This is an optimization exercise on Yosys and OpenROAD, whose aim is small area, a short achievable clock period and few clock cycles per item, not a production implementation. In this exercise RTL edits were held to simulation tests only and were not proved equivalent to the original. Power figures rest on the tool's default switching activity, not on a simulated workload.

--- design/flow/design.v ---
package mi_pipeline_pkg;
  localparam int SIZE       = 27;
  localparam int ADDR_WIDTH = 4;
  localparam int LINK_WIDTH = 4;
  localparam int K_WIDTH    = 18;
  localparam int FRAC       = 16;
  localparam int CS_LO      = 8;
endpackage
module link_table #(
  parameter int LINK_WIDTH = 4,
  parameter int ADDR_WIDTH = 4,
  parameter int K_WIDTH    = 18
) (
  input  logic                        clk,
  input  logic                        rst_n,
  input  logic                        we,
  input  logic [LINK_WIDTH-1:0]       waddr,
  input  logic [ADDR_WIDTH-1:0]       wmass_a,
  input  logic [ADDR_WIDTH-1:0]       wmass_b,
  input  logic signed [K_WIDTH-1:0]   wk,
  input  logic [LINK_WIDTH-1:0]       raddr,
  output logic                        rvalid,
  output logic signed [K_WIDTH-1:0]   rk,
  input  logic [LINK_WIDTH-1:0]       paddr,
  output logic [2*ADDR_WIDTH-1:0]     pmass,
  output logic [2*ADDR_WIDTH-1:0]     pmass0
);
  localparam int DEPTH = 1 << LINK_WIDTH;
  localparam int MW    = 2 * ADDR_WIDTH;
  logic [DEPTH-1:0]              vld;
  logic [DEPTH-1:0][MW-1:0]      m_ent;
  logic [DEPTH-1:0][K_WIDTH-1:0] k_ent;
  logic [DEPTH-1:0]              rsel;
  logic [DEPTH-1:0]              psel;
  always_ff @(posedge clk or negedge rst_n) begin
    if (!rst_n)
      vld <= '0;
    else if (we)
      vld[waddr] <= 1'b1;
  end
  for (genvar e = 0; e < DEPTH; e++) begin : g_ent
    always_ff @(posedge clk) begin
      if (we && waddr == e) begin
        m_ent[e] <= {wmass_a, wmass_b};
        k_ent[e] <= wk;
      end
    end
    assign rsel[e] = (raddr == e);
    assign psel[e] = (paddr == e);
  end
  assign pmass0 = m_ent[0];
  always_comb begin
    rvalid = 1'b0;
    rk     = '0;
    pmass  = '0;
    for (int e = 0; e < DEPTH; e++) begin
      rvalid = rvalid | (rsel[e] & vld[e]);
      rk     = rk | ({K_WIDTH{rsel[e] & vld[e]}} & k_ent[e]);
      pmass  = pmass | ({MW{psel[e]}} & m_ent[e]);
    end
  end
endmodule
module link_force_sequencer #(
  parameter int SIZE       = mi_pipeline_pkg::SIZE,
  parameter int ADDR_WIDTH = mi_pipeline_pkg::ADDR_WIDTH,
  parameter int LINK_WIDTH = mi_pipeline_pkg::LINK_WIDTH,
  parameter int K_WIDTH    = mi_pipeline_pkg::K_WIDTH,
  parameter int FRAC       = mi_pipeline_pkg::FRAC
) (
  input  logic                      clk,
  input  logic                      rst_n,
  input  logic                      start,
  input  logic [LINK_WIDTH:0]       n_links,
  input  logic                      cfg_we,
  input  logic [LINK_WIDTH-1:0]     cfg_addr,
  input  logic [ADDR_WIDTH-1:0]     cfg_mass_a,
  input  logic [ADDR_WIDTH-1:0]     cfg_mass_b,
  input  logic signed [K_WIDTH-1:0] cfg_k,
  output logic [ADDR_WIDTH-1:0]     r_addr_q1,
  output logic [ADDR_WIDTH-1:0]     r_addr_q2,
  input  logic signed [SIZE-1:0]    q1,
  input  logic signed [SIZE-1:0]    q2,
  output logic                      out_valid,
  input  logic                      out_ready,
  output logic [ADDR_WIDTH-1:0]     out_mass_a,
  output logic [ADDR_WIDTH-1:0]     out_mass_b,
  output logic signed [SIZE-1:0]    out_force,
  output logic                      busy,
  output logic                      done
);
  localparam int PW = SIZE + 1 + K_WIDTH;   
  localparam int HW = PW - FRAC;            
  localparam int ND = K_WIDTH / 2;          
  localparam int LO = mi_pipeline_pkg::CS_LO;
  logic                  active;    
  logic                  zdone;     
  logic                  iss;       
  logic [LINK_WIDTH-1:0] idx;       
  logic [LINK_WIDTH-1:0] idx_d;
  logic [LINK_WIDTH-1:0] pidx;
  logic                  rsm;       
  logic [LINK_WIDTH-1:0] ntx;       
  logic [LINK_WIDTH-1:0] last;      
  logic                  olast;     
  logic                  stall;
  logic                  xfer;
  logic                  issue;
  logic                  fin;
  logic                  start_go;
  logic                  we;
  logic                         t_valid;
  logic        [K_WIDTH-1:0]    t_k;
  logic [2*ADDR_WIDTH-1:0]      t_m;
  logic [2*ADDR_WIDTH-1:0]      t_m0;
  logic [2*ADDR_WIDTH-1:0]      pm;       
  logic [K_WIDTH:0] kx;
  logic [ND-1:0]    b_one;
  logic [ND-1:0]    b_two;
  logic [ND-1:0]    b_neg;
  logic                         s1_valid;
  logic        [SIZE:0]         s1_diff;
  logic [ND-1:0]                s1_one;
  logic [ND-1:0]                s1_two;
  logic [ND-1:0]                s1_neg;
  logic [2*ADDR_WIDTH-1:0]      s1_m;
  logic [PW-1:LO] cs_s;
  logic [PW-1:LO] cs_c;
  logic           cs_cl;
  logic                         s2_valid;
  logic [PW-1:LO]               s2_s;
  logic [PW-1:LO]               s2_c;
  logic                         s2_cl;
  logic [2*ADDR_WIDTH-1:0]      s2_m;
  logic [PW-1:LO]         prod;
  logic [HW-1:0]          hi;
  logic [SIZE-1:0]        force_d;
  assign stall    = out_valid & ~out_ready;
  assign xfer     = out_valid & out_ready;
  assign fin      = out_ready & olast;
  assign done     = fin | zdone;
  assign busy     = active & ~fin;
  assign start_go = start & ~active & (n_links != '0);
  assign issue    = start_go | (iss & ~rsm);
  assign we       = cfg_we & ~active;
  always_comb begin
    if (fin)
      idx_d = '0;
    else if (stall)
      idx_d = ntx + 1'b1;
    else if (issue)
      idx_d = idx + 1'b1;
    else
      idx_d = idx;
  end
  assign pidx = active ? (iss & ~rsm ? idx + 1'b1 : idx) : LINK_WIDTH'(1);
  link_table #(
    .LINK_WIDTH (LINK_WIDTH),
    .ADDR_WIDTH (ADDR_WIDTH),
    .K_WIDTH    (K_WIDTH)
  ) u_table (
    .clk     (clk),
    .rst_n   (rst_n),
    .we      (we),
    .waddr   (cfg_addr),
    .wmass_a (cfg_mass_a),
    .wmass_b (cfg_mass_b),
    .wk      (cfg_k),
    .raddr   (idx),
    .rvalid  (t_valid),
    .rk      (t_k),
    .paddr   (pidx),
    .pmass   (t_m),
    .pmass0  (t_m0)
  );
  always_ff @(posedge clk) begin
    if (we && cfg_addr == idx_d)
      pm <= {cfg_mass_a, cfg_mass_b};
    else if (idx_d == '0)
      pm <= t_m0;
    else
      pm <= t_m;
  end
  assign {r_addr_q1, r_addr_q2} = pm;
  always_ff @(posedge clk or negedge rst_n) begin
    if (!rst_n) begin
      active   <= 1'b0;
      zdone    <= 1'b0;
      iss      <= 1'b0;
      idx      <= '0;
      ntx      <= '0;
      last     <= '0;
      olast    <= 1'b0;
      rsm      <= 1'b0;
      s1_valid <= 1'b0;
      s2_valid <= 1'b0;
    end else begin
      zdone <= start & ~active & (n_links == '0);
      idx   <= idx_d;
      rsm   <= stall;
      if (start_go) begin
        active <= 1'b1;
        last   <= LINK_WIDTH'(n_links - 1'b1);
      end else if (fin) begin
        active <= 1'b0;
      end
      if (!stall)
        olast <= s2_valid & ~fin & ((out_valid ? ntx + 1'b1 : ntx) == last);
      if (fin) begin
        ntx <= '0;
        iss <= 1'b0;
      end else if (stall) begin
        iss      <= (ntx != last);
        s1_valid <= 1'b0;
        s2_valid <= 1'b0;
      end else begin
        if (xfer)
          ntx <= ntx + 1'b1;
        s1_valid <= issue;
        s2_valid <= s1_valid;
        if (issue)
          iss <= start_go ? (n_links > 5'd1) : (idx != last);
      end
    end
  end
  assign kx = {t_k, 1'b0};
  always_comb begin
    for (int j = 0; j < ND; j++) begin
      b_one[j] = kx[2*j+1] ^ kx[2*j];
      b_two[j] = (kx[2*j+2] & ~kx[2*j+1] & ~kx[2*j]) | (~kx[2*j+2] & kx[2*j+1] & kx[2*j]);
      b_neg[j] = kx[2*j+2];
    end
  end
  always_ff @(posedge clk) begin
    s1_diff <= {q2[SIZE-1], q2} - {q1[SIZE-1], q1};
    s1_one  <= b_one;
    s1_two  <= b_two;
    s1_neg  <= b_neg;
    s1_m    <= t_valid ? pm : '0;
  end
  lfs_booth_csa u_mul (
    .diff  (s1_diff),
    .b_one (s1_one),
    .b_two (s1_two),
    .b_neg (s1_neg),
    .s_hi  (cs_s),
    .c_hi  (cs_c),
    .c_lo  (cs_cl)
  );
  always_ff @(posedge clk) begin
    s2_s  <= cs_s;
    s2_c  <= cs_c;
    s2_cl <= cs_cl;
    s2_m  <= s1_m;
  end
  assign prod = s2_s + s2_c + (PW-LO)'(s2_cl);
  assign hi   = prod[PW-1:FRAC];
  always_comb begin
    if (hi[HW-1:SIZE-1] != '0 && hi[HW-1:SIZE-1] != '1)
      force_d = hi[HW-1] ? {1'b1, {(SIZE-1){1'b0}}} : {1'b0, {(SIZE-1){1'b1}}};
    else
      force_d = hi[SIZE-1:0];
  end
  always_ff @(posedge clk or negedge rst_n) begin
    if (!rst_n)
      out_valid <= 1'b0;
    else if (!stall)
      out_valid <= s2_valid & ~fin;
  end
  always_ff @(posedge clk) begin
    if (!stall) begin
      {out_mass_a, out_mass_b} <= s2_m;
      out_force                <= force_d;
    end
  end
endmodule
module lfs_booth_csa (
  input  logic [27:0] diff,
  input  logic [8:0] b_one,
  input  logic [8:0] b_two,
  input  logic [8:0] b_neg,
  output logic [37:0] s_hi,
  output logic [37:0] c_hi,
  output logic        c_lo
);
  logic [28:0] dx;
  logic [8:0] one, two, neg;
  logic [45:0] rs, rc;
  logic [8:0] lo;
  logic [28:0] pp0;
  logic [28:0] pp1;
  logic [28:0] pp2;
  logic [28:0] pp3;
  logic [28:0] pp4;
  logic [28:0] pp5;
  logic [28:0] pp6;
  logic [28:0] pp7;
  logic [28:0] pp8;
  assign dx = {diff[27], diff};
  assign one = b_one;
  assign two = b_two;
  assign neg = b_neg;
  assign pp0 = ({29{one[0]}} & dx | {29{two[0]}} & {dx[27:0], 1'b0}) ^ {29{neg[0]}};
  assign pp1 = ({29{one[1]}} & dx | {29{two[1]}} & {dx[27:0], 1'b0}) ^ {29{neg[1]}};
  assign pp2 = ({29{one[2]}} & dx | {29{two[2]}} & {dx[27:0], 1'b0}) ^ {29{neg[2]}};
  assign pp3 = ({29{one[3]}} & dx | {29{two[3]}} & {dx[27:0], 1'b0}) ^ {29{neg[3]}};
  assign pp4 = ({29{one[4]}} & dx | {29{two[4]}} & {dx[27:0], 1'b0}) ^ {29{neg[4]}};
  assign pp5 = ({29{one[5]}} & dx | {29{two[5]}} & {dx[27:0], 1'b0}) ^ {29{neg[5]}};
  assign pp6 = ({29{one[6]}} & dx | {29{two[6]}} & {dx[27:0], 1'b0}) ^ {29{neg[6]}};
  assign pp7 = ({29{one[7]}} & dx | {29{two[7]}} & {dx[27:0], 1'b0}) ^ {29{neg[7]}};
  assign pp8 = ({29{one[8]}} & dx | {29{two[8]}} & {dx[27:0], 1'b0}) ^ {29{neg[8]}};
  logic s1, c2;
  logic s3, c4;
  logic s5, c6;
  logic s7, c8;
  logic s9, c10;
  logic s11, c12;
  logic s13, c14;
  logic s15, c16;
  logic s17, c18;
  logic s19, c20;
  logic s21, c22;
  logic s23, c24;
  logic s25, c26;
  logic s27, c28;
  logic s29, c30;
  logic s31, c32;
  logic s33, c34;
  logic s35, c36;
  logic s37, c38;
  logic s39, c40;
  logic s41, c42;
  logic s43, c44;
  logic s45, c46;
  logic s47, c48;
  logic s49, c50;
  logic s51, c52;
  logic s53, c54;
  logic s55, c56;
  logic s57, c58;
  logic s59, c60;
  logic s61, c62;
  logic s63, c64;
  logic s65, c66;
  logic s67, c68;
  logic s69, c70;
  logic s71, c72;
  logic s73, c74;
  logic s75, c76;
  logic s77, c78;
  logic s79, c80;
  logic s81, c82;
  logic s83, c84;
  logic s85, c86;
  logic s87, c88;
  logic s89, c90;
  logic s91, c92;
  logic s93, c94;
  logic s95, c96;
  logic s97, c98;
  logic s99, c100;
  logic s101, c102;
  logic s103, c104;
  logic s105, c106;
  logic s107, c108;
  logic s109, c110;
  logic s111, c112;
  logic s113, c114;
  logic s115, c116;
  logic s117, c118;
  logic s119, c120;
  logic s121, c122;
  logic s123, c124;
  logic s125, c126;
  logic s127, c128;
  logic s129, c130;
  logic s131, c132;
  logic s133, c134;
  logic s135, c136;
  logic s137, c138;
  logic s139, c140;
  logic s141, c142;
  logic s143, c144;
  logic s145, c146;
  logic s147, c148;
  logic s149, c150;
  logic s151, c152;
  logic s153, c154;
  logic s155, c156;
  logic s157, c158;
  logic s159, c160;
  logic s161, c162;
  logic s163, c164;
  logic s165, c166;
  logic s167, c168;
  logic s169, c170;
  logic s171, c172;
  logic s173, c174;
  logic s175, c176;
  logic s177, c178;
  logic s179, c180;
  logic s181, c182;
  logic s183, c184;
  logic s185, c186;
  logic s187, c188;
  logic s189, c190;
  logic s191, c192;
  logic s193, c194;
  logic s195, c196;
  logic s197, c198;
  logic s199, c200;
  logic s201, c202;
  logic s203, c204;
  logic s205, c206;
  logic s207, c208;
  logic s209, c210;
  logic s211, c212;
  logic s213, c214;
  logic s215, c216;
  logic s217, c218;
  logic s219, c220;
  logic s221, c222;
  logic s223, c224;
  logic s225, c226;
  logic s227, c228;
  logic s229, c230;
  logic s231, c232;
  logic s233, c234;
  logic s235, c236;
  logic s237, c238;
  logic s239, c240;
  logic s241, c242;
  logic s243, c244;
  logic s245, c246;
  logic s247, c248;
  logic s249, c250;
  logic s251, c252;
  logic s253, c254;
  logic s255, c256;
  logic s257, c258;
  logic s259, c260;
  logic s261, c262;
  logic s263, c264;
  logic s265, c266;
  logic s267, c268;
  logic s269, c270;
  logic s271, c272;
  logic s273, c274;
  logic s275, c276;
  logic s277, c278;
  logic s279, c280;
  logic s281, c282;
  logic s283, c284;
  logic s285, c286;
  logic s287, c288;
  logic s289, c290;
  logic s291, c292;
  logic s293, c294;
  logic s295, c296;
  logic s297, c298;
  logic s299, c300;
  logic s301, c302;
  logic s303, c304;
  logic s305, c306;
  logic s307, c308;
  logic s309, c310;
  logic s311, c312;
  logic s313, c314;
  logic s315, c316;
  logic s317, c318;
  logic s319, c320;
  logic s321, c322;
  logic s323, c324;
  logic s325, c326;
  logic s327, c328;
  logic s329, c330;
  logic s331, c332;
  logic s333, c334;
  logic s335, c336;
  logic s337, c338;
  logic s339, c340;
  logic s341, c342;
  logic s343, c344;
  logic s345, c346;
  logic s347, c348;
  logic s349, c350;
  logic s351, c352;
  logic s353, c354;
  logic s355, c356;
  logic s357, c358;
  logic s359, c360;
  logic s361, c362;
  logic s363, c364;
  logic s365, c366;
  logic s367, c368;
  logic s369, c370;
  logic s371, c372;
  logic s373, c374;
  logic s375, c376;
  logic s377, c378;
  logic s379, c380;
  logic s381, c382;
  logic s383, c384;
  logic s385, c386;
  logic s387, c388;
  logic s389, c390;
  logic s391, c392;
  logic s393, c394;
  logic s395, c396;
  logic s397, c398;
  logic s399, c400;
  logic s401, c402;
  logic s403, c404;
  logic s405, c406;
  logic s407, c408;
  logic s409, c410;
  logic s411, c412;
  logic s413, c414;
  logic s415, c416;
  logic s417, c418;
  logic s419, c420;
  logic s421, c422;
  logic s423, c424;
  logic s425, c426;
  logic s427, c428;
  logic s429, c430;
  logic s431, c432;
  logic s433, c434;
  logic s435, c436;
  logic s437, c438;
  logic s439, c440;
  logic s441, c442;
  logic s443, c444;
  logic s445, c446;
  logic s447, c448;
  assign s1 = neg[1] ^ pp0[2] ^ pp1[0];
  assign c2 = (neg[1] & pp0[2]) | (neg[1] & pp1[0]) | (pp0[2] & pp1[0]);
  assign s3 = pp0[3] ^ pp1[1];
  assign c4 = pp0[3] & pp1[1];
  assign s5 = neg[2] ^ pp0[4] ^ pp1[2];
  assign c6 = (neg[2] & pp0[4]) | (neg[2] & pp1[2]) | (pp0[4] & pp1[2]);
  assign s7 = pp2[0] ^ c4;
  assign c8 = pp2[0] & c4;
  assign s9 = pp0[5] ^ pp1[3] ^ pp2[1];
  assign c10 = (pp0[5] & pp1[3]) | (pp0[5] & pp2[1]) | (pp1[3] & pp2[1]);
  assign s11 = c6 ^ c8;
  assign c12 = c6 & c8;
  assign s13 = neg[3] ^ pp0[6] ^ pp1[4];
  assign c14 = (neg[3] & pp0[6]) | (neg[3] & pp1[4]) | (pp0[6] & pp1[4]);
  assign s15 = pp2[2] ^ pp3[0] ^ c10;
  assign c16 = (pp2[2] & pp3[0]) | (pp2[2] & c10) | (pp3[0] & c10);
  assign s17 = s13 ^ c12;
  assign c18 = s13 & c12;
  assign s19 = pp0[7] ^ pp1[5] ^ pp2[3];
  assign c20 = (pp0[7] & pp1[5]) | (pp0[7] & pp2[3]) | (pp1[5] & pp2[3]);
  assign s21 = pp3[1] ^ c14 ^ s19;
  assign c22 = (pp3[1] & c14) | (pp3[1] & s19) | (c14 & s19);
  assign s23 = c16 ^ c18;
  assign c24 = c16 & c18;
  assign s25 = neg[4] ^ pp0[8] ^ pp1[6];
  assign c26 = (neg[4] & pp0[8]) | (neg[4] & pp1[6]) | (pp0[8] & pp1[6]);
  assign s27 = pp2[4] ^ pp3[2] ^ pp4[0];
  assign c28 = (pp2[4] & pp3[2]) | (pp2[4] & pp4[0]) | (pp3[2] & pp4[0]);
  assign s29 = c20 ^ s25 ^ s27;
  assign c30 = (c20 & s25) | (c20 & s27) | (s25 & s27);
  assign s31 = c22 ^ c24 ^ s29;
  assign c32 = (c22 & c24) | (c22 & s29) | (c24 & s29);
  assign s33 = pp0[9] ^ pp1[7] ^ pp2[5];
  assign c34 = (pp0[9] & pp1[7]) | (pp0[9] & pp2[5]) | (pp1[7] & pp2[5]);
  assign s35 = pp3[3] ^ pp4[1] ^ c26;
  assign c36 = (pp3[3] & pp4[1]) | (pp3[3] & c26) | (pp4[1] & c26);
  assign s37 = c28 ^ s33 ^ c30;
  assign c38 = (c28 & s33) | (c28 & c30) | (s33 & c30);
  assign s39 = s35 ^ c32 ^ s37;
  assign c40 = (s35 & c32) | (s35 & s37) | (c32 & s37);
  assign s41 = neg[5] ^ pp0[10] ^ pp1[8];
  assign c42 = (neg[5] & pp0[10]) | (neg[5] & pp1[8]) | (pp0[10] & pp1[8]);
  assign s43 = pp2[6] ^ pp3[4] ^ pp4[2];
  assign c44 = (pp2[6] & pp3[4]) | (pp2[6] & pp4[2]) | (pp3[4] & pp4[2]);
  assign s45 = pp5[0] ^ c34 ^ s41;
  assign c46 = (pp5[0] & c34) | (pp5[0] & s41) | (c34 & s41);
  assign s47 = s43 ^ c36 ^ s45;
  assign c48 = (s43 & c36) | (s43 & s45) | (c36 & s45);
  assign s49 = c38 ^ s47;
  assign c50 = c38 & s47;
  assign s51 = pp0[11] ^ pp1[9] ^ pp2[7];
  assign c52 = (pp0[11] & pp1[9]) | (pp0[11] & pp2[7]) | (pp1[9] & pp2[7]);
  assign s53 = pp3[5] ^ pp4[3] ^ pp5[1];
  assign c54 = (pp3[5] & pp4[3]) | (pp3[5] & pp5[1]) | (pp4[3] & pp5[1]);
  assign s55 = c42 ^ c44 ^ s51;
  assign c56 = (c42 & c44) | (c42 & s51) | (c44 & s51);
  assign s57 = s53 ^ c46 ^ s55;
  assign c58 = (s53 & c46) | (s53 & s55) | (c46 & s55);
  assign s59 = c48 ^ s57;
  assign c60 = c48 & s57;
  assign s61 = neg[6] ^ pp0[12] ^ pp1[10];
  assign c62 = (neg[6] & pp0[12]) | (neg[6] & pp1[10]) | (pp0[12] & pp1[10]);
  assign s63 = pp2[8] ^ pp3[6] ^ pp4[4];
  assign c64 = (pp2[8] & pp3[6]) | (pp2[8] & pp4[4]) | (pp3[6] & pp4[4]);
  assign s65 = pp5[2] ^ pp6[0] ^ c52;
  assign c66 = (pp5[2] & pp6[0]) | (pp5[2] & c52) | (pp6[0] & c52);
  assign s67 = c54 ^ s61 ^ s63;
  assign c68 = (c54 & s61) | (c54 & s63) | (s61 & s63);
  assign s69 = c56 ^ s65 ^ s67;
  assign c70 = (c56 & s65) | (c56 & s67) | (s65 & s67);
  assign s71 = c58 ^ s69;
  assign c72 = c58 & s69;
  assign s73 = pp0[13] ^ pp1[11] ^ pp2[9];
  assign c74 = (pp0[13] & pp1[11]) | (pp0[13] & pp2[9]) | (pp1[11] & pp2[9]);
  assign s75 = pp3[7] ^ pp4[5] ^ pp5[3];
  assign c76 = (pp3[7] & pp4[5]) | (pp3[7] & pp5[3]) | (pp4[5] & pp5[3]);
  assign s77 = pp6[1] ^ c62 ^ c64;
  assign c78 = (pp6[1] & c62) | (pp6[1] & c64) | (c62 & c64);
  assign s79 = s73 ^ s75 ^ c66;
  assign c80 = (s73 & s75) | (s73 & c66) | (s75 & c66);
  assign s81 = c68 ^ s77 ^ s79;
  assign c82 = (c68 & s77) | (c68 & s79) | (s77 & s79);
  assign s83 = c70 ^ c72;
  assign c84 = c70 & c72;
  assign s85 = neg[7] ^ pp0[14] ^ pp1[12];
  assign c86 = (neg[7] & pp0[14]) | (neg[7] & pp1[12]) | (pp0[14] & pp1[12]);
  assign s87 = pp2[10] ^ pp3[8] ^ pp4[6];
  assign c88 = (pp2[10] & pp3[8]) | (pp2[10] & pp4[6]) | (pp3[8] & pp4[6]);
  assign s89 = pp5[4] ^ pp6[2] ^ pp7[0];
  assign c90 = (pp5[4] & pp6[2]) | (pp5[4] & pp7[0]) | (pp6[2] & pp7[0]);
  assign s91 = c74 ^ c76 ^ s85;
  assign c92 = (c74 & c76) | (c74 & s85) | (c76 & s85);
  assign s93 = s87 ^ s89 ^ c78;
  assign c94 = (s87 & s89) | (s87 & c78) | (s89 & c78);
  assign s95 = s91 ^ c80 ^ s93;
  assign c96 = (s91 & c80) | (s91 & s93) | (c80 & s93);
  assign s97 = c82 ^ s95;
  assign c98 = c82 & s95;
  assign s99 = pp0[15] ^ pp1[13] ^ pp2[11];
  assign c100 = (pp0[15] & pp1[13]) | (pp0[15] & pp2[11]) | (pp1[13] & pp2[11]);
  assign s101 = pp3[9] ^ pp4[7] ^ pp5[5];
  assign c102 = (pp3[9] & pp4[7]) | (pp3[9] & pp5[5]) | (pp4[7] & pp5[5]);
  assign s103 = pp6[3] ^ pp7[1] ^ c86;
  assign c104 = (pp6[3] & pp7[1]) | (pp6[3] & c86) | (pp7[1] & c86);
  assign s105 = c88 ^ c90 ^ s99;
  assign c106 = (c88 & c90) | (c88 & s99) | (c90 & s99);
  assign s107 = s101 ^ c92 ^ s103;
  assign c108 = (s101 & c92) | (s101 & s103) | (c92 & s103);
  assign s109 = s105 ^ c94 ^ s107;
  assign c110 = (s105 & c94) | (s105 & s107) | (c94 & s107);
  assign s111 = c96 ^ s109;
  assign c112 = c96 & s109;
  assign s113 = neg[8] ^ pp0[16] ^ pp1[14];
  assign c114 = (neg[8] & pp0[16]) | (neg[8] & pp1[14]) | (pp0[16] & pp1[14]);
  assign s115 = pp2[12] ^ pp3[10] ^ pp4[8];
  assign c116 = (pp2[12] & pp3[10]) | (pp2[12] & pp4[8]) | (pp3[10] & pp4[8]);
  assign s117 = pp5[6] ^ pp6[4] ^ pp7[2];
  assign c118 = (pp5[6] & pp6[4]) | (pp5[6] & pp7[2]) | (pp6[4] & pp7[2]);
  assign s119 = pp8[0] ^ c100 ^ c102;
  assign c120 = (pp8[0] & c100) | (pp8[0] & c102) | (c100 & c102);
  assign s121 = s113 ^ s115 ^ s117;
  assign c122 = (s113 & s115) | (s113 & s117) | (s115 & s117);
  assign s123 = c104 ^ c106 ^ s119;
  assign c124 = (c104 & c106) | (c104 & s119) | (c106 & s119);
  assign s125 = s121 ^ c108 ^ s123;
  assign c126 = (s121 & c108) | (s121 & s123) | (c108 & s123);
  assign s127 = c110 ^ s125;
  assign c128 = c110 & s125;
  assign s129 = pp0[17] ^ pp1[15] ^ pp2[13];
  assign c130 = (pp0[17] & pp1[15]) | (pp0[17] & pp2[13]) | (pp1[15] & pp2[13]);
  assign s131 = pp3[11] ^ pp4[9] ^ pp5[7];
  assign c132 = (pp3[11] & pp4[9]) | (pp3[11] & pp5[7]) | (pp4[9] & pp5[7]);
  assign s133 = pp6[5] ^ pp7[3] ^ pp8[1];
  assign c134 = (pp6[5] & pp7[3]) | (pp6[5] & pp8[1]) | (pp7[3] & pp8[1]);
  assign s135 = c114 ^ c116 ^ c118;
  assign c136 = (c114 & c116) | (c114 & c118) | (c116 & c118);
  assign s137 = s129 ^ s131 ^ s133;
  assign c138 = (s129 & s131) | (s129 & s133) | (s131 & s133);
  assign s139 = c120 ^ c122 ^ s135;
  assign c140 = (c120 & c122) | (c120 & s135) | (c122 & s135);
  assign s141 = s137 ^ c124 ^ s139;
  assign c142 = (s137 & c124) | (s137 & s139) | (c124 & s139);
  assign s143 = c126 ^ s141;
  assign c144 = c126 & s141;
  assign s145 = pp0[18] ^ pp1[16] ^ pp2[14];
  assign c146 = (pp0[18] & pp1[16]) | (pp0[18] & pp2[14]) | (pp1[16] & pp2[14]);
  assign s147 = pp3[12] ^ pp4[10] ^ pp5[8];
  assign c148 = (pp3[12] & pp4[10]) | (pp3[12] & pp5[8]) | (pp4[10] & pp5[8]);
  assign s149 = pp6[6] ^ pp7[4] ^ pp8[2];
  assign c150 = (pp6[6] & pp7[4]) | (pp6[6] & pp8[2]) | (pp7[4] & pp8[2]);
  assign s151 = c130 ^ c132 ^ c134;
  assign c152 = (c130 & c132) | (c130 & c134) | (c132 & c134);
  assign s153 = s145 ^ s147 ^ s149;
  assign c154 = (s145 & s147) | (s145 & s149) | (s147 & s149);
  assign s155 = c136 ^ c138 ^ s151;
  assign c156 = (c136 & c138) | (c136 & s151) | (c138 & s151);
  assign s157 = s153 ^ c140 ^ s155;
  assign c158 = (s153 & c140) | (s153 & s155) | (c140 & s155);
  assign s159 = c142 ^ s157;
  assign c160 = c142 & s157;
  assign s161 = pp0[19] ^ pp1[17] ^ pp2[15];
  assign c162 = (pp0[19] & pp1[17]) | (pp0[19] & pp2[15]) | (pp1[17] & pp2[15]);
  assign s163 = pp3[13] ^ pp4[11] ^ pp5[9];
  assign c164 = (pp3[13] & pp4[11]) | (pp3[13] & pp5[9]) | (pp4[11] & pp5[9]);
  assign s165 = pp6[7] ^ pp7[5] ^ pp8[3];
  assign c166 = (pp6[7] & pp7[5]) | (pp6[7] & pp8[3]) | (pp7[5] & pp8[3]);
  assign s167 = c146 ^ c148 ^ c150;
  assign c168 = (c146 & c148) | (c146 & c150) | (c148 & c150);
  assign s169 = s161 ^ s163 ^ s165;
  assign c170 = (s161 & s163) | (s161 & s165) | (s163 & s165);
  assign s171 = c152 ^ c154 ^ s167;
  assign c172 = (c152 & c154) | (c152 & s167) | (c154 & s167);
  assign s173 = s169 ^ c156 ^ s171;
  assign c174 = (s169 & c156) | (s169 & s171) | (c156 & s171);
  assign s175 = c158 ^ s173;
  assign c176 = c158 & s173;
  assign s177 = pp0[20] ^ pp1[18] ^ pp2[16];
  assign c178 = (pp0[20] & pp1[18]) | (pp0[20] & pp2[16]) | (pp1[18] & pp2[16]);
  assign s179 = pp3[14] ^ pp4[12] ^ pp5[10];
  assign c180 = (pp3[14] & pp4[12]) | (pp3[14] & pp5[10]) | (pp4[12] & pp5[10]);
  assign s181 = pp6[8] ^ pp7[6] ^ pp8[4];
  assign c182 = (pp6[8] & pp7[6]) | (pp6[8] & pp8[4]) | (pp7[6] & pp8[4]);
  assign s183 = c162 ^ c164 ^ c166;
  assign c184 = (c162 & c164) | (c162 & c166) | (c164 & c166);
  assign s185 = s177 ^ s179 ^ s181;
  assign c186 = (s177 & s179) | (s177 & s181) | (s179 & s181);
  assign s187 = c168 ^ c170 ^ s183;
  assign c188 = (c168 & c170) | (c168 & s183) | (c170 & s183);
  assign s189 = s185 ^ c172 ^ s187;
  assign c190 = (s185 & c172) | (s185 & s187) | (c172 & s187);
  assign s191 = c174 ^ s189;
  assign c192 = c174 & s189;
  assign s193 = pp0[21] ^ pp1[19] ^ pp2[17];
  assign c194 = (pp0[21] & pp1[19]) | (pp0[21] & pp2[17]) | (pp1[19] & pp2[17]);
  assign s195 = pp3[15] ^ pp4[13] ^ pp5[11];
  assign c196 = (pp3[15] & pp4[13]) | (pp3[15] & pp5[11]) | (pp4[13] & pp5[11]);
  assign s197 = pp6[9] ^ pp7[7] ^ pp8[5];
  assign c198 = (pp6[9] & pp7[7]) | (pp6[9] & pp8[5]) | (pp7[7] & pp8[5]);
  assign s199 = c178 ^ c180 ^ c182;
  assign c200 = (c178 & c180) | (c178 & c182) | (c180 & c182);
  assign s201 = s193 ^ s195 ^ s197;
  assign c202 = (s193 & s195) | (s193 & s197) | (s195 & s197);
  assign s203 = c184 ^ c186 ^ s199;
  assign c204 = (c184 & c186) | (c184 & s199) | (c186 & s199);
  assign s205 = s201 ^ c188 ^ s203;
  assign c206 = (s201 & c188) | (s201 & s203) | (c188 & s203);
  assign s207 = c190 ^ s205;
  assign c208 = c190 & s205;
  assign s209 = pp0[22] ^ pp1[20] ^ pp2[18];
  assign c210 = (pp0[22] & pp1[20]) | (pp0[22] & pp2[18]) | (pp1[20] & pp2[18]);
  assign s211 = pp3[16] ^ pp4[14] ^ pp5[12];
  assign c212 = (pp3[16] & pp4[14]) | (pp3[16] & pp5[12]) | (pp4[14] & pp5[12]);
  assign s213 = pp6[10] ^ pp7[8] ^ pp8[6];
  assign c214 = (pp6[10] & pp7[8]) | (pp6[10] & pp8[6]) | (pp7[8] & pp8[6]);
  assign s215 = c194 ^ c196 ^ c198;
  assign c216 = (c194 & c196) | (c194 & c198) | (c196 & c198);
  assign s217 = s209 ^ s211 ^ s213;
  assign c218 = (s209 & s211) | (s209 & s213) | (s211 & s213);
  assign s219 = c200 ^ c202 ^ s215;
  assign c220 = (c200 & c202) | (c200 & s215) | (c202 & s215);
  assign s221 = s217 ^ c204 ^ s219;
  assign c222 = (s217 & c204) | (s217 & s219) | (c204 & s219);
  assign s223 = c206 ^ s221;
  assign c224 = c206 & s221;
  assign s225 = pp0[23] ^ pp1[21] ^ pp2[19];
  assign c226 = (pp0[23] & pp1[21]) | (pp0[23] & pp2[19]) | (pp1[21] & pp2[19]);
  assign s227 = pp3[17] ^ pp4[15] ^ pp5[13];
  assign c228 = (pp3[17] & pp4[15]) | (pp3[17] & pp5[13]) | (pp4[15] & pp5[13]);
  assign s229 = pp6[11] ^ pp7[9] ^ pp8[7];
  assign c230 = (pp6[11] & pp7[9]) | (pp6[11] & pp8[7]) | (pp7[9] & pp8[7]);
  assign s231 = c210 ^ c212 ^ c214;
  assign c232 = (c210 & c212) | (c210 & c214) | (c212 & c214);
  assign s233 = s225 ^ s227 ^ s229;
  assign c234 = (s225 & s227) | (s225 & s229) | (s227 & s229);
  assign s235 = c216 ^ c218 ^ s231;
  assign c236 = (c216 & c218) | (c216 & s231) | (c218 & s231);
  assign s237 = s233 ^ c220 ^ s235;
  assign c238 = (s233 & c220) | (s233 & s235) | (c220 & s235);
  assign s239 = c222 ^ s237;
  assign c240 = c222 & s237;
  assign s241 = pp0[24] ^ pp1[22] ^ pp2[20];
  assign c242 = (pp0[24] & pp1[22]) | (pp0[24] & pp2[20]) | (pp1[22] & pp2[20]);
  assign s243 = pp3[18] ^ pp4[16] ^ pp5[14];
  assign c244 = (pp3[18] & pp4[16]) | (pp3[18] & pp5[14]) | (pp4[16] & pp5[14]);
  assign s245 = pp6[12] ^ pp7[10] ^ pp8[8];
  assign c246 = (pp6[12] & pp7[10]) | (pp6[12] & pp8[8]) | (pp7[10] & pp8[8]);
  assign s247 = c226 ^ c228 ^ c230;
  assign c248 = (c226 & c228) | (c226 & c230) | (c228 & c230);
  assign s249 = s241 ^ s243 ^ s245;
  assign c250 = (s241 & s243) | (s241 & s245) | (s243 & s245);
  assign s251 = c232 ^ c234 ^ s247;
  assign c252 = (c232 & c234) | (c232 & s247) | (c234 & s247);
  assign s253 = s249 ^ c236 ^ s251;
  assign c254 = (s249 & c236) | (s249 & s251) | (c236 & s251);
  assign s255 = c238 ^ s253;
  assign c256 = c238 & s253;
  assign s257 = pp0[25] ^ pp1[23] ^ pp2[21];
  assign c258 = (pp0[25] & pp1[23]) | (pp0[25] & pp2[21]) | (pp1[23] & pp2[21]);
  assign s259 = pp3[19] ^ pp4[17] ^ pp5[15];
  assign c260 = (pp3[19] & pp4[17]) | (pp3[19] & pp5[15]) | (pp4[17] & pp5[15]);
  assign s261 = pp6[13] ^ pp7[11] ^ pp8[9];
  assign c262 = (pp6[13] & pp7[11]) | (pp6[13] & pp8[9]) | (pp7[11] & pp8[9]);
  assign s263 = c242 ^ c244 ^ c246;
  assign c264 = (c242 & c244) | (c242 & c246) | (c244 & c246);
  assign s265 = s257 ^ s259 ^ s261;
  assign c266 = (s257 & s259) | (s257 & s261) | (s259 & s261);
  assign s267 = c248 ^ c250 ^ s263;
  assign c268 = (c248 & c250) | (c248 & s263) | (c250 & s263);
  assign s269 = s265 ^ c252 ^ s267;
  assign c270 = (s265 & c252) | (s265 & s267) | (c252 & s267);
  assign s271 = c254 ^ s269;
  assign c272 = c254 & s269;
  assign s273 = pp0[26] ^ pp1[24] ^ pp2[22];
  assign c274 = (pp0[26] & pp1[24]) | (pp0[26] & pp2[22]) | (pp1[24] & pp2[22]);
  assign s275 = pp3[20] ^ pp4[18] ^ pp5[16];
  assign c276 = (pp3[20] & pp4[18]) | (pp3[20] & pp5[16]) | (pp4[18] & pp5[16]);
  assign s277 = pp6[14] ^ pp7[12] ^ pp8[10];
  assign c278 = (pp6[14] & pp7[12]) | (pp6[14] & pp8[10]) | (pp7[12] & pp8[10]);
  assign s279 = c258 ^ c260 ^ c262;
  assign c280 = (c258 & c260) | (c258 & c262) | (c260 & c262);
  assign s281 = s273 ^ s275 ^ s277;
  assign c282 = (s273 & s275) | (s273 & s277) | (s275 & s277);
  assign s283 = c264 ^ c266 ^ s279;
  assign c284 = (c264 & c266) | (c264 & s279) | (c266 & s279);
  assign s285 = s281 ^ c268 ^ s283;
  assign c286 = (s281 & c268) | (s281 & s283) | (c268 & s283);
  assign s287 = c270 ^ s285;
  assign c288 = c270 & s285;
  assign s289 = pp0[27] ^ pp1[25] ^ pp2[23];
  assign c290 = (pp0[27] & pp1[25]) | (pp0[27] & pp2[23]) | (pp1[25] & pp2[23]);
  assign s291 = pp3[21] ^ pp4[19] ^ pp5[17];
  assign c292 = (pp3[21] & pp4[19]) | (pp3[21] & pp5[17]) | (pp4[19] & pp5[17]);
  assign s293 = pp6[15] ^ pp7[13] ^ pp8[11];
  assign c294 = (pp6[15] & pp7[13]) | (pp6[15] & pp8[11]) | (pp7[13] & pp8[11]);
  assign s295 = c274 ^ c276 ^ c278;
  assign c296 = (c274 & c276) | (c274 & c278) | (c276 & c278);
  assign s297 = s289 ^ s291 ^ s293;
  assign c298 = (s289 & s291) | (s289 & s293) | (s291 & s293);
  assign s299 = c280 ^ c282 ^ s295;
  assign c300 = (c280 & c282) | (c280 & s295) | (c282 & s295);
  assign s301 = s297 ^ c284 ^ s299;
  assign c302 = (s297 & c284) | (s297 & s299) | (c284 & s299);
  assign s303 = c286 ^ s301;
  assign c304 = c286 & s301;
  assign s305 = 1'b1 ^ ~pp0[28] ^ pp1[26];
  assign c306 = (1'b1 & ~pp0[28]) | (1'b1 & pp1[26]) | (~pp0[28] & pp1[26]);
  assign s307 = pp2[24] ^ pp3[22] ^ pp4[20];
  assign c308 = (pp2[24] & pp3[22]) | (pp2[24] & pp4[20]) | (pp3[22] & pp4[20]);
  assign s309 = pp5[18] ^ pp6[16] ^ pp7[14];
  assign c310 = (pp5[18] & pp6[16]) | (pp5[18] & pp7[14]) | (pp6[16] & pp7[14]);
  assign s311 = pp8[12] ^ c290 ^ c292;
  assign c312 = (pp8[12] & c290) | (pp8[12] & c292) | (c290 & c292);
  assign s313 = c294 ^ s305 ^ s307;
  assign c314 = (c294 & s305) | (c294 & s307) | (s305 & s307);
  assign s315 = s309 ^ c296 ^ c298;
  assign c316 = (s309 & c296) | (s309 & c298) | (c296 & c298);
  assign s317 = s311 ^ s313 ^ c300;
  assign c318 = (s311 & s313) | (s311 & c300) | (s313 & c300);
  assign s319 = s315 ^ c302 ^ s317;
  assign c320 = (s315 & c302) | (s315 & s317) | (c302 & s317);
  assign s321 = 1'b1 ^ pp1[27] ^ pp2[25];
  assign c322 = (1'b1 & pp1[27]) | (1'b1 & pp2[25]) | (pp1[27] & pp2[25]);
  assign s323 = pp3[23] ^ pp4[21] ^ pp5[19];
  assign c324 = (pp3[23] & pp4[21]) | (pp3[23] & pp5[19]) | (pp4[21] & pp5[19]);
  assign s325 = pp6[17] ^ pp7[15] ^ pp8[13];
  assign c326 = (pp6[17] & pp7[15]) | (pp6[17] & pp8[13]) | (pp7[15] & pp8[13]);
  assign s327 = c306 ^ c308 ^ c310;
  assign c328 = (c306 & c308) | (c306 & c310) | (c308 & c310);
  assign s329 = s321 ^ s323 ^ s325;
  assign c330 = (s321 & s323) | (s321 & s325) | (s323 & s325);
  assign s331 = c312 ^ c314 ^ s327;
  assign c332 = (c312 & c314) | (c312 & s327) | (c314 & s327);
  assign s333 = s329 ^ c316 ^ s331;
  assign c334 = (s329 & c316) | (s329 & s331) | (c316 & s331);
  assign s335 = c318 ^ s333;
  assign c336 = c318 & s333;
  assign s337 = ~pp1[28] ^ pp2[26] ^ pp3[24];
  assign c338 = (~pp1[28] & pp2[26]) | (~pp1[28] & pp3[24]) | (pp2[26] & pp3[24]);
  assign s339 = pp4[22] ^ pp5[20] ^ pp6[18];
  assign c340 = (pp4[22] & pp5[20]) | (pp4[22] & pp6[18]) | (pp5[20] & pp6[18]);
  assign s341 = pp7[16] ^ pp8[14] ^ c322;
  assign c342 = (pp7[16] & pp8[14]) | (pp7[16] & c322) | (pp8[14] & c322);
  assign s343 = c324 ^ c326 ^ s337;
  assign c344 = (c324 & c326) | (c324 & s337) | (c326 & s337);
  assign s345 = s339 ^ c328 ^ c330;
  assign c346 = (s339 & c328) | (s339 & c330) | (c328 & c330);
  assign s347 = s341 ^ s343 ^ c332;
  assign c348 = (s341 & s343) | (s341 & c332) | (s343 & c332);
  assign s349 = s345 ^ c334 ^ s347;
  assign c350 = (s345 & c334) | (s345 & s347) | (c334 & s347);
  assign s351 = 1'b1 ^ pp2[27] ^ pp3[25];
  assign c352 = (1'b1 & pp2[27]) | (1'b1 & pp3[25]) | (pp2[27] & pp3[25]);
  assign s353 = pp4[23] ^ pp5[21] ^ pp6[19];
  assign c354 = (pp4[23] & pp5[21]) | (pp4[23] & pp6[19]) | (pp5[21] & pp6[19]);
  assign s355 = pp7[17] ^ pp8[15] ^ c338;
  assign c356 = (pp7[17] & pp8[15]) | (pp7[17] & c338) | (pp8[15] & c338);
  assign s357 = c340 ^ s351 ^ s353;
  assign c358 = (c340 & s351) | (c340 & s353) | (s351 & s353);
  assign s359 = c342 ^ c344 ^ s355;
  assign c360 = (c342 & c344) | (c342 & s355) | (c344 & s355);
  assign s361 = s357 ^ c346 ^ s359;
  assign c362 = (s357 & c346) | (s357 & s359) | (c346 & s359);
  assign s363 = c348 ^ s361;
  assign c364 = c348 & s361;
  assign s365 = ~pp2[28] ^ pp3[26] ^ pp4[24];
  assign c366 = (~pp2[28] & pp3[26]) | (~pp2[28] & pp4[24]) | (pp3[26] & pp4[24]);
  assign s367 = pp5[22] ^ pp6[20] ^ pp7[18];
  assign c368 = (pp5[22] & pp6[20]) | (pp5[22] & pp7[18]) | (pp6[20] & pp7[18]);
  assign s369 = pp8[16] ^ c352 ^ c354;
  assign c370 = (pp8[16] & c352) | (pp8[16] & c354) | (c352 & c354);
  assign s371 = s365 ^ s367 ^ c356;
  assign c372 = (s365 & s367) | (s365 & c356) | (s367 & c356);
  assign s373 = c358 ^ s369 ^ c360;
  assign c374 = (c358 & s369) | (c358 & c360) | (s369 & c360);
  assign s375 = s371 ^ c362 ^ s373;
  assign c376 = (s371 & c362) | (s371 & s373) | (c362 & s373);
  assign s377 = 1'b1 ^ pp3[27] ^ pp4[25];
  assign c378 = (1'b1 & pp3[27]) | (1'b1 & pp4[25]) | (pp3[27] & pp4[25]);
  assign s379 = pp5[23] ^ pp6[21] ^ pp7[19];
  assign c380 = (pp5[23] & pp6[21]) | (pp5[23] & pp7[19]) | (pp6[21] & pp7[19]);
  assign s381 = pp8[17] ^ c366 ^ c368;
  assign c382 = (pp8[17] & c366) | (pp8[17] & c368) | (c366 & c368);
  assign s383 = s377 ^ s379 ^ c370;
  assign c384 = (s377 & s379) | (s377 & c370) | (s379 & c370);
  assign s385 = s381 ^ c372 ^ s383;
  assign c386 = (s381 & c372) | (s381 & s383) | (c372 & s383);
  assign s387 = c374 ^ s385;
  assign c388 = c374 & s385;
  assign s389 = ~pp3[28] ^ pp4[26] ^ pp5[24];
  assign c390 = (~pp3[28] & pp4[26]) | (~pp3[28] & pp5[24]) | (pp4[26] & pp5[24]);
  assign s391 = pp6[22] ^ pp7[20] ^ pp8[18];
  assign c392 = (pp6[22] & pp7[20]) | (pp6[22] & pp8[18]) | (pp7[20] & pp8[18]);
  assign s393 = c378 ^ c380 ^ s389;
  assign c394 = (c378 & c380) | (c378 & s389) | (c380 & s389);
  assign s395 = s391 ^ c382 ^ s393;
  assign c396 = (s391 & c382) | (s391 & s393) | (c382 & s393);
  assign s397 = c384 ^ s395 ^ c386;
  assign c398 = (c384 & s395) | (c384 & c386) | (s395 & c386);
  assign s399 = 1'b1 ^ pp4[27] ^ pp5[25];
  assign c400 = (1'b1 & pp4[27]) | (1'b1 & pp5[25]) | (pp4[27] & pp5[25]);
  assign s401 = pp6[23] ^ pp7[21] ^ pp8[19];
  assign c402 = (pp6[23] & pp7[21]) | (pp6[23] & pp8[19]) | (pp7[21] & pp8[19]);
  assign s403 = c390 ^ c392 ^ s399;
  assign c404 = (c390 & c392) | (c390 & s399) | (c392 & s399);
  assign s405 = s401 ^ c394 ^ s403;
  assign c406 = (s401 & c394) | (s401 & s403) | (c394 & s403);
  assign s407 = c396 ^ s405;
  assign c408 = c396 & s405;
  assign s409 = ~pp4[28] ^ pp5[26] ^ pp6[24];
  assign c410 = (~pp4[28] & pp5[26]) | (~pp4[28] & pp6[24]) | (pp5[26] & pp6[24]);
  assign s411 = pp7[22] ^ pp8[20] ^ c400;
  assign c412 = (pp7[22] & pp8[20]) | (pp7[22] & c400) | (pp8[20] & c400);
  assign s413 = c402 ^ s409 ^ c404;
  assign c414 = (c402 & s409) | (c402 & c404) | (s409 & c404);
  assign s415 = s411 ^ c406 ^ s413;
  assign c416 = (s411 & c406) | (s411 & s413) | (c406 & s413);
  assign s417 = 1'b1 ^ pp5[27] ^ pp6[25];
  assign c418 = (1'b1 & pp5[27]) | (1'b1 & pp6[25]) | (pp5[27] & pp6[25]);
  assign s419 = pp7[23] ^ pp8[21] ^ c410;
  assign c420 = (pp7[23] & pp8[21]) | (pp7[23] & c410) | (pp8[21] & c410);
  assign s421 = s417 ^ c412 ^ s419;
  assign c422 = (s417 & c412) | (s417 & s419) | (c412 & s419);
  assign s423 = c414 ^ s421;
  assign c424 = c414 & s421;
  assign s425 = ~pp5[28] ^ pp6[26] ^ pp7[24];
  assign c426 = (~pp5[28] & pp6[26]) | (~pp5[28] & pp7[24]) | (pp6[26] & pp7[24]);
  assign s427 = pp8[22] ^ c418 ^ s425;
  assign c428 = (pp8[22] & c418) | (pp8[22] & s425) | (c418 & s425);
  assign s429 = c420 ^ s427 ^ c422;
  assign c430 = (c420 & s427) | (c420 & c422) | (s427 & c422);
  assign s431 = 1'b1 ^ pp6[27] ^ pp7[25];
  assign c432 = (1'b1 & pp6[27]) | (1'b1 & pp7[25]) | (pp6[27] & pp7[25]);
  assign s433 = pp8[23] ^ c426 ^ s431;
  assign c434 = (pp8[23] & c426) | (pp8[23] & s431) | (c426 & s431);
  assign s435 = c428 ^ s433;
  assign c436 = c428 & s433;
  assign s437 = ~pp6[28] ^ pp7[26] ^ pp8[24];
  assign c438 = (~pp6[28] & pp7[26]) | (~pp6[28] & pp8[24]) | (pp7[26] & pp8[24]);
  assign s439 = c432 ^ s437 ^ c434;
  assign c440 = (c432 & s437) | (c432 & c434) | (s437 & c434);
  assign s441 = 1'b1 ^ pp7[27] ^ pp8[25];
  assign c442 = (1'b1 & pp7[27]) | (1'b1 & pp8[25]) | (pp7[27] & pp8[25]);
  assign s443 = c438 ^ s441;
  assign c444 = c438 & s441;
  assign s445 = ~pp7[28] ^ pp8[26] ^ c442;
  assign c446 = (~pp7[28] & pp8[26]) | (~pp7[28] & c442) | (pp8[26] & c442);
  assign s447 = 1'b1 ^ pp8[27];
  assign c448 = 1'b1 & pp8[27];
  assign rs[0] = pp0[0];
  assign rc[0] = neg[0];
  assign rs[1] = pp0[1];
  assign rc[1] = 1'b0;
  assign rs[2] = s1;
  assign rc[2] = 1'b0;
  assign rs[3] = c2;
  assign rc[3] = s3;
  assign rs[4] = s5;
  assign rc[4] = s7;
  assign rs[5] = s9;
  assign rc[5] = s11;
  assign rs[6] = s15;
  assign rc[6] = s17;
  assign rs[7] = s21;
  assign rc[7] = s23;
  assign rs[8] = s31;
  assign rc[8] = 1'b0;
  assign rs[9] = s39;
  assign rc[9] = 1'b0;
  assign rs[10] = c40;
  assign rc[10] = s49;
  assign rs[11] = c50;
  assign rc[11] = s59;
  assign rs[12] = c60;
  assign rc[12] = s71;
  assign rs[13] = s81;
  assign rc[13] = s83;
  assign rs[14] = c84;
  assign rc[14] = s97;
  assign rs[15] = c98;
  assign rc[15] = s111;
  assign rs[16] = c112;
  assign rc[16] = s127;
  assign rs[17] = c128;
  assign rc[17] = s143;
  assign rs[18] = c144;
  assign rc[18] = s159;
  assign rs[19] = c160;
  assign rc[19] = s175;
  assign rs[20] = c176;
  assign rc[20] = s191;
  assign rs[21] = c192;
  assign rc[21] = s207;
  assign rs[22] = c208;
  assign rc[22] = s223;
  assign rs[23] = c224;
  assign rc[23] = s239;
  assign rs[24] = c240;
  assign rc[24] = s255;
  assign rs[25] = c256;
  assign rc[25] = s271;
  assign rs[26] = c272;
  assign rc[26] = s287;
  assign rs[27] = c288;
  assign rc[27] = s303;
  assign rs[28] = c304;
  assign rc[28] = s319;
  assign rs[29] = c320;
  assign rc[29] = s335;
  assign rs[30] = c336;
  assign rc[30] = s349;
  assign rs[31] = c350;
  assign rc[31] = s363;
  assign rs[32] = c364;
  assign rc[32] = s375;
  assign rs[33] = c376;
  assign rc[33] = s387;
  assign rs[34] = c388;
  assign rc[34] = s397;
  assign rs[35] = c398;
  assign rc[35] = s407;
  assign rs[36] = c408;
  assign rc[36] = s415;
  assign rs[37] = c416;
  assign rc[37] = s423;
  assign rs[38] = c424;
  assign rc[38] = s429;
  assign rs[39] = c430;
  assign rc[39] = s435;
  assign rs[40] = c436;
  assign rc[40] = s439;
  assign rs[41] = c440;
  assign rc[41] = s443;
  assign rs[42] = c444;
  assign rc[42] = s445;
  assign rs[43] = c446;
  assign rc[43] = s447;
  assign rs[44] = ~pp8[28];
  assign rc[44] = c448;
  assign rs[45] = 1'b1;
  assign rc[45] = 1'b0;
  assign lo = {1'b0, rs[7:0]} + {1'b0, rc[7:0]};
  assign c_lo = lo[8];
  assign s_hi = rs[45:8];
  assign c_hi = rc[45:8];
endmodule
--- design/flow/flow/run.sh ---
#!/bin/bash
# The standard layout (standard.sh), with the port buffers that
# buffer_ports inserts made sky130_fd_sc_hd__buf_2 cells.
set -euo pipefail
bash standard.sh "BUFFER_PORTS_ARGS=-buffer_cell sky130_fd_sc_hd__buf_2" finish > standard_make.log 2>&1
--- design/flow/standard.sh ---
#!/bin/bash
# synth_recipe.tcl (not shown) runs the flow's synth.tcl, then flattens the netlist and writes it again
# the make line also repeats each setting of config.mk as NAME=value (left out here)
make -C /OpenROAD-flow-scripts/flow DESIGN_CONFIG=/design/flow/config.mk WORK_HOME=/design/flow/orfs CLKGATE_MAP_FILE= SYNTH_SCRIPT=/design/flow/synth_recipe.tcl "${@:-finish}"
--- design/flow/config.mk ---
export PLATFORM = sky130hd
export DESIGN_NAME = link_force_sequencer
export DESIGN_NICKNAME = link_force_sequencer
export VERILOG_FILES = /design/flow/design.v
export SDC_FILE = /design/flow/constraint.sdc
export NUM_CORES = 4
export LEC_CHECK = 0
export CAP_MARGIN = 20
export CORE_MARGIN = 2
export CORE_UTILIZATION = 60
export CTS_BUF_LIST = sky130_fd_sc_hd__clkbuf_16
export CTS_CLUSTER_DIAMETER = 80
export CTS_CLUSTER_SIZE = 30
export SETUP_SLACK_MARGIN = 4.3
export SLEW_MARGIN = 20
--- design/flow/constraint.sdc ---
create_clock -name core_clock -period 8.0 [get_ports {clk}]
set_input_delay 1.6000 -clock core_clock [delete_from_list [all_inputs] [get_ports {clk}]]
set_output_delay 1.6000 -clock core_clock [all_outputs]
set_load 0.01 [all_outputs]
==> impl_metrics.ini, run 1 <==
[logic_synthesis]
ys_seq_area_frac = 0.504
synth_commonest_cells = edfxtp_1 (451), a22oi_1 (358), xor2_1 (218)
synth_top_area_frac = 0.390
yosysMostFrequentCell = edfxtp_1
synth_cell_types = 90
synth_cells = 2792
syn_nets = 3189
syn-cell-area_mm2 = 0.0347
ys_top_cells_by_area = edfxtp_1 (39%), fa_1 (11%), dfxtp_1 (8.8%)
yosysWarnings = 2
synth_top_area_cell = edfxtp_1
synth-seq-cells = 639
synth_edf_count = 451
async_flop_share = 0.0563
synth.avg_cell_area_um2 = 12.4
synth_ff_type = edfxtp_1

[setup_path]
r2r-end = s2_c[20]
crit_chain = buf_12, nand2_8, and2_4, buf_2
worstPathMaxFanout = 6
reg2reg_slack_ps = 4370
cp_slowest_cell = and2_4
worst_ep_arrival_time_ps = 2080
crit_end = busy
startpoint = out_ready
cp.required_ps = 6400
worstSetupPathType = input pin to output port
ff2ff_path_depth = 7
startpoint_type = input pin
timing.rr.start = s1_neg[2]
crit_path_max_incr_delay_ps = 180
endpoint_kind = output port

[floorplanning]
die_w_um = 244
initial_core_util = 0.604
core_mm2 = 0.0575
die_area_mm2 = 0.0598
pin_count = 140
fp.dieH_um = 244
fp-row-count = 88

[timing]
tightest_slew_ps = 1030
rsz0062_at_grt = yes
clock.fmax_mhz = 272
max_slew_margin = 0.310
fin_ws_ps = 4320
min_period_over_period = 0.460
fin_crit_ps = 3680
fin_skew_ps = 36.1
final_hold_viol_count = 0
finalSetupViolCount = 0
fin_tns_setup_ps = 0
maxSlewViolCount = 0

[pwr]
power.switching_uw = 8170
intPower_uw = 10000
clockPowerShare = 0.112
combPwrFrac = 0.621
cellPowerDensity_mw_per_mm2 = 485
p_leak_uw = 0.0142
sequentialPowerShare = 0.267
power_switching_share = 0.449
ir_worst_vdd_mv = 0.580

[clocking]
cts_max_level = 2
holdBufCountCts = 0
cts_max_path_buffers = 3
cts.sinks = 639
clk_pin_slew_ps = 100
clkLatencyLatePin_ps = 600
numCtsBuffers = 35
cts_tree = built
root_buffer = clkbuf_16

[cells_and_area]
design_area_mm2 = 0.0375
fin_nets = 3223
area_growth_pct = 8.16
nFillCells = 4394
drive_gt1_frac = 0.124

[grt]
grt_pass1_wl_um = 137000
grt_pass1_vias = 23400
antenna_found_initial = 4
grt_max_degree = 50
grt_util_all_layers = 0.301
grt_overflow = 0

[route]
drc = 0
wl_met1_um = 33600
dr_wl_met3_um = 6690
totalWireLength_um = 90000
drt_first_pass_iters = 7
postRouteAntennaNets = 0
wire_per_inst_um = 24.9
drt-initial-drc-count = 2157
wl_met2_um = 46200
vias = 23100
vias_per_cell = 6.38
dr.max_layer_used = met5

[status]
status = complete, no violations

[placed_design]
pre_cts_ws_ps = 3460
dpl.hpwl_um = 54800
numPortBuffers = 139
post_dp_cell_area_mm2 = 0.0360
gp_congestion = 0.892

[worst_hold_path]
worstHoldPathType = register to register

[flow_run]
max_cap_viol_count = 0
[layer usage]
layer  up-vias  track usage
met5         -            0
met4         6        0.124
met3       251       0.0465
met2      1006        0.524
met1     11600        0.377
li1      10200            -
[power groups by stage]
stage / combinational [µW] / sequential (µW) / clock, µW
after floorplan: 8100 / 4640 / 0
after global placement: 10800 / 4900 / 0
after detailed placement: 11200 / 4900 / 0
after CTS: 11300 / 4840 / 2080
after global routing: 12800 / 4890 / 2190
final: 11300 / 4850 / 2040
[sequential cells by signal, summed over array words and instances (netlist names), 16 cells and up]
name	count
u_table.k_ent	288
s1_diff	28
out_force	27
s2_s	37
u_table.m_ent	128
u_table.vld	16
s2_c	35
[critical path: cells and delay by family]
kind	cells	cell delay [ps]
simple gates	2	240
buf+inv	2	230
[cells in the final DEF, fill, tap and decap left out, drive strengths merged, types with 5 or more instances in the layout]
cell type,instances
nand4,19
nand2b,11
nor4,5
o31ai,14
clkinv,7
nand3,62
nor2,61
edfxtp,451
dfxtp,152
nor3,19
nor2b,32
inv,216
and2,33
a21o,34
or3,5
o21bai,5
o211ai,5
xor2,218
fa,185
a211oi,7
a221oi,44
buf,208
and4,6
and3,26
nor4b,5
dfrtp,36
a31oi,9
a22o,44
xnor2,120
nand2,70
o22ai,9
a21oi,64
o21ai,77
ha,118
o21a,17
clkbuf,35
a31o,7
a22oi,358
[cell families after synthesis]
| group | after synthesis | share of synthesized area |
|---|---|---|
| compound gates | 720 | 0.155 |
| flops | 639 | 0.504 |
| buf+inv | 412 | 0.0469 |
| simple gates | 375 | 0.0579 |
| xor+xnor | 338 | 0.0853 |
| fa+ha+maj | 303 | 0.149 |
| mux | 5 | 0.00151 |
[timing repair]
action / in CTS / in global routing
setup buffers: 0 / 7
resized for setup: 37 / 47
cloned: 1 / 1
setup endpoints to repair: 76 / 58
pin swaps: 1 / 3
[area by class of cell]
cell class	count	area, µm²	area share
clock buffer	35	876	0.0233
timing repair buffer	208	1360	0.0364
sequential	639	17600	0.468
clock inverter	24	292	0.00777
inverter	199	747	0.0199
tap	765	957	0.0255
multi-input combinational	1743	15700	0.419
antenna	1	2.50	0.0000667
[stage by stage]
stage	std cells	power [µW]	utilization	hold slack, ps
after floorplan	2792	12700	-	310
after global placement	3545	15700	0.626	311
after detailed placement	3545	16100	0.626	312
after CTS	3605	18300	0.648	337
after global routing	3614	19900	0.653	348
final	3614	18200	0.653	337
[worst min path at each step]
stage,start,to,slack (ps),depth (start not counted)
2_1_floorplan,s1_m[0],s2_m[0],310,0
4_1_cts,s1_m[4],s2_m[4],340,0
5_1_grt,s1_m[4],s2_m[4],350,0
6_report,s1_m[4],s2_m[4],340,0
3_5_place_dp,s1_m[4],s2_m[4],310,0
3_3_place_gp,s1_m[1],s2_m[1],310,0
Testbench counts, summed over its fixed seeds: cycles 6,298, items 5,157.
==> inputs of run 2 (changes only) <==
--- a/design/flow/config.mk
+++ b/design/flow/config.mk
@@ -5,11 +5,11 @@
 export SDC_FILE = /design/flow/constraint.sdc
 export NUM_CORES = 4
 export LEC_CHECK = 0
-export CAP_MARGIN = 20
+export CAP_MARGIN = 5
 export CORE_MARGIN = 2
 export CORE_UTILIZATION = 60
 export CTS_BUF_LIST = sky130_fd_sc_hd__clkbuf_16
 export CTS_CLUSTER_DIAMETER = 80
 export CTS_CLUSTER_SIZE = 30
 export SETUP_SLACK_MARGIN = 4.3
-export SLEW_MARGIN = 20
+export SLEW_MARGIN = 5
==> impl_metrics.ini, run 2 <==
[route]
drc = 0
totalWireLength_um = 90000
drt-initial-drc-count = 2157
wire_per_inst_um = 24.9
postRouteAntennaNets = 0
drt_first_pass_iters = 7
vias_per_cell = 6.38
vias = 23100

[logic_synthesis]
synth-seq-cells = 639
synth.avg_cell_area_um2 = 12.4
synth_top_area_frac = 0.390
yosysMostFrequentCell = edfxtp_1
syn-cell-area_mm2 = 0.0347
synth_cell_types = 90
muxShareOfSynthArea = 0.00151
async_flop_share = 0.0563
ys_seq_area_frac = 0.504
synthAdderAreaFrac = 0.149
post_synth_xor_area_fraction = 0.0853
synth_commonest_cells = edfxtp_1 (451), a22oi_1 (358), xor2_1 (218)
synth_top_area_cell = edfxtp_1
synth_top_family_by_area = compound AO/OA/AOI/OAI gates
ys_top_cells_by_area = edfxtp_1 (39%), fa_1 (11%), dfxtp_1 (8.8%)
synth_edf_count = 451
yosysWarnings = 2
synth_ff_type = edfxtp_1
synth-simple-area-share = 0.0579
synth_cells = 2792
syn_nets = 3189
synth_compound_area_frac = 0.155

[clocking]
cts_max_path_buffers = 3
numCtsBuffers = 35
clk_pin_slew_ps = 100
cts_max_level = 2
clkLatencyLatePin_ps = 600
holdBufCountCts = 0
root_buffer = clkbuf_16
cts.sinks = 639
cts_tree = built

[setup_path]
endpoint_kind = output port
reg2reg_slack_ps = 4370
startpoint_type = input pin
r2r-end = s2_c[20]
worst_ep_arrival_time_ps = 2080
ff2ff_path_depth = 7
worstPathMaxFanout = 6
cp.required_ps = 6400
timing.rr.start = s1_neg[2]
worstSetupPathType = input pin to output port

[pwr]
p_leak_uw = 0.0142
cellPowerDensity_mw_per_mm2 = 485
clockPowerShare = 0.112
power_switching_share = 0.449
ir_worst_vdd_mv = 0.580
intPower_uw = 10000
power.switching_uw = 8170
sequentialPowerShare = 0.267
combPwrFrac = 0.621

[timing]
rsz0062_at_grt = yes
fin_tns_setup_ps = 0
tightest_slew_ps = 1030
fin_skew_ps = 36.1
finalSetupViolCount = 0
max_slew_margin = 0.310
final_hold_viol_count = 0
fin_ws_ps = 4320
clock.fmax_mhz = 272
maxSlewViolCount = 0
fin_crit_ps = 3680
min_period_over_period = 0.460

[cells_and_area]
regMostFlops = u_table.k_ent
final_cell_mix = edfxtp_1 (451), a22oi_1 (358), xor2_1 (218)
layout_commonest_cell = edfxtp_1
largestRegisters = u_table.k_ent (288), u_table.m_ent (128), s2_s (37)
area_growth_pct = 8.16
largest_reg_flops = 288
layout.cells.non_filler = 3614
drive_gt1_frac = 0.124
fin_nets = 3223

[placed_design]
place_inst = 3545
pre_cts_ws_ps = 3460
gp_congestion = 0.892
dpl.hpwl_um = 54800
numPortBuffers = 139

[worst_hold_path]
whs_endpoint = s2_m[4]
worstHoldPathType = register to register
min_path_cells = 0
worst_hold_startpoint = s1_m[4]

[grt]
grt_pass1_wl_um = 137000
grt_max_degree = 50
grt_overflow = 0
grt_pass1_vias = 23400
antenna_found_initial = 4
grt_util_all_layers = 0.301

[floorplanning]
fp.dieH_um = 244
core_mm2 = 0.0575
die_w_um = 244
die_area_mm2 = 0.0598
fp-row-count = 88
pin_count = 140
initial_core_util = 0.604

[status]
status = complete, no violations

[flow_run]
max_cap_viol_count = 0
## run 2: worst max-delay path by stage
stage / startpoint / to / slack [ps] / depth (start not counted)
after detailed placement: out_ready / pm[0] / 3460 / 9
final: out_ready / busy / 4320 / 4
after global routing: s1_two[5] / s2_c[20] / 4240 / 9
after floorplan: n_links[1] / pm[0] / 4260 / 12
after global placement: out_ready / pm[0] / 3630 / 9
after CTS: out_ready / busy / 4300 / 4
## run 2: logic make-up (layout without fill, tap and decap cells)
logic type | count (synthesis) | after routing
XOR/XNOR | 338 | 338
flip-flops | 639 | 639
AND/OR/NAND/NOR | 375 | 376
adder cells (fa/ha/maj) | 303 | 303
other | 0 | 1
AO/OA/AOI/OAI | 720 | 721
multiplexers | 5 | 5
buffers and inverters | 412 | 466
## run 2: layout make-up
class	count	area (µm²)
Antenna cell	1	2.50
Timing Repair Buffer	208	1360
Clock buffer	35	876
Tap cell	765	957
Inverter	199	747
Multi-Input combinational cell	1743	15700
Fill cell	4394	20000
Sequential cell	639	17600
Clock inverter	24	292
## run 2: repair_timing
item / 4_1_cts / 5_1_grt
endpoints found under the hold margin: 0 / 0
pin swaps: 1 / 3
buffers inserted: 0 / 7
cloned: 1 / 1
resized for setup: 37 / 47
endpoints found under the setup margin: 76 / 58
## run 2: power groups by stage
stage | clock [µW] | combinational [µW] | sequential [µW]
after global placement | 0 | 10800 | 4900
after global routing | 2190 | 12800 | 4890
after floorplan | 0 | 8100 | 4640
final | 2040 | 11300 | 4850
after detailed placement | 0 | 11200 | 4900
after CTS | 2080 | 11300 | 4840
## run 2: routing by layer
layer  GRT usage  routed length, µm  vias up
li1            -                  -    10200
met4       0.124               3560        6
met1       0.377              33600    11600
met5           0                 40        -
met2       0.524              46200     1006
met3      0.0465               6690      251
## run 2: metrics by stage
stage               hold slack [ps]  total power [µW]  cell area, µm²  utilization
floorplan                       310             12700           34800            -
global route                    348             19900           37500        0.653
finish                          337             18200           37500        0.653
global placement                311             15700           36000        0.626
detailed placement              312             16100           36000        0.626
CTS                             337             18300           37300        0.648
## run 2: worst max-delay path, stage by stage
cell	delay, ps
buf_12	100
nand2_8	60
and2_4	180
buf_2	130

-- re-timing with driven ports --
No port has a modelled driver above. Below, the same layouts with a new extraction and two added sets of constraints. Step 1 sets driving cells, clkbuf_16 on the clock port and buf_2 on the other inputs (assumed; they add their load-dependent delay and slew). Step 2 times the ports against the registers' clock, not the clock port: input delays grow and output delays shrink by t, the midpoint of the rising clock arrivals with the driver on. Three values: ideal ports, drivers, drivers and shift; two values: the first two.
| run | shift t [ns] | slack for setup (ns) | worst hold slack (ns) | slew at the worst register clock pin (ns) | worst data-port slew with drivers (ns) |
|---|---|---|---|---|---|
| run 1 | 0.651 | 4.323 / 4.263 / 3.855 | 0.337 / 0.337 / 0.337 | 0.11 / 0.11 | 0.08 |
| run 2 | 0.651 | 4.323 / 4.263 / 3.855 | 0.337 / 0.337 / 0.337 | 0.11 / 0.11 | 0.08 |
After both steps every run listed still meets setup and hold.
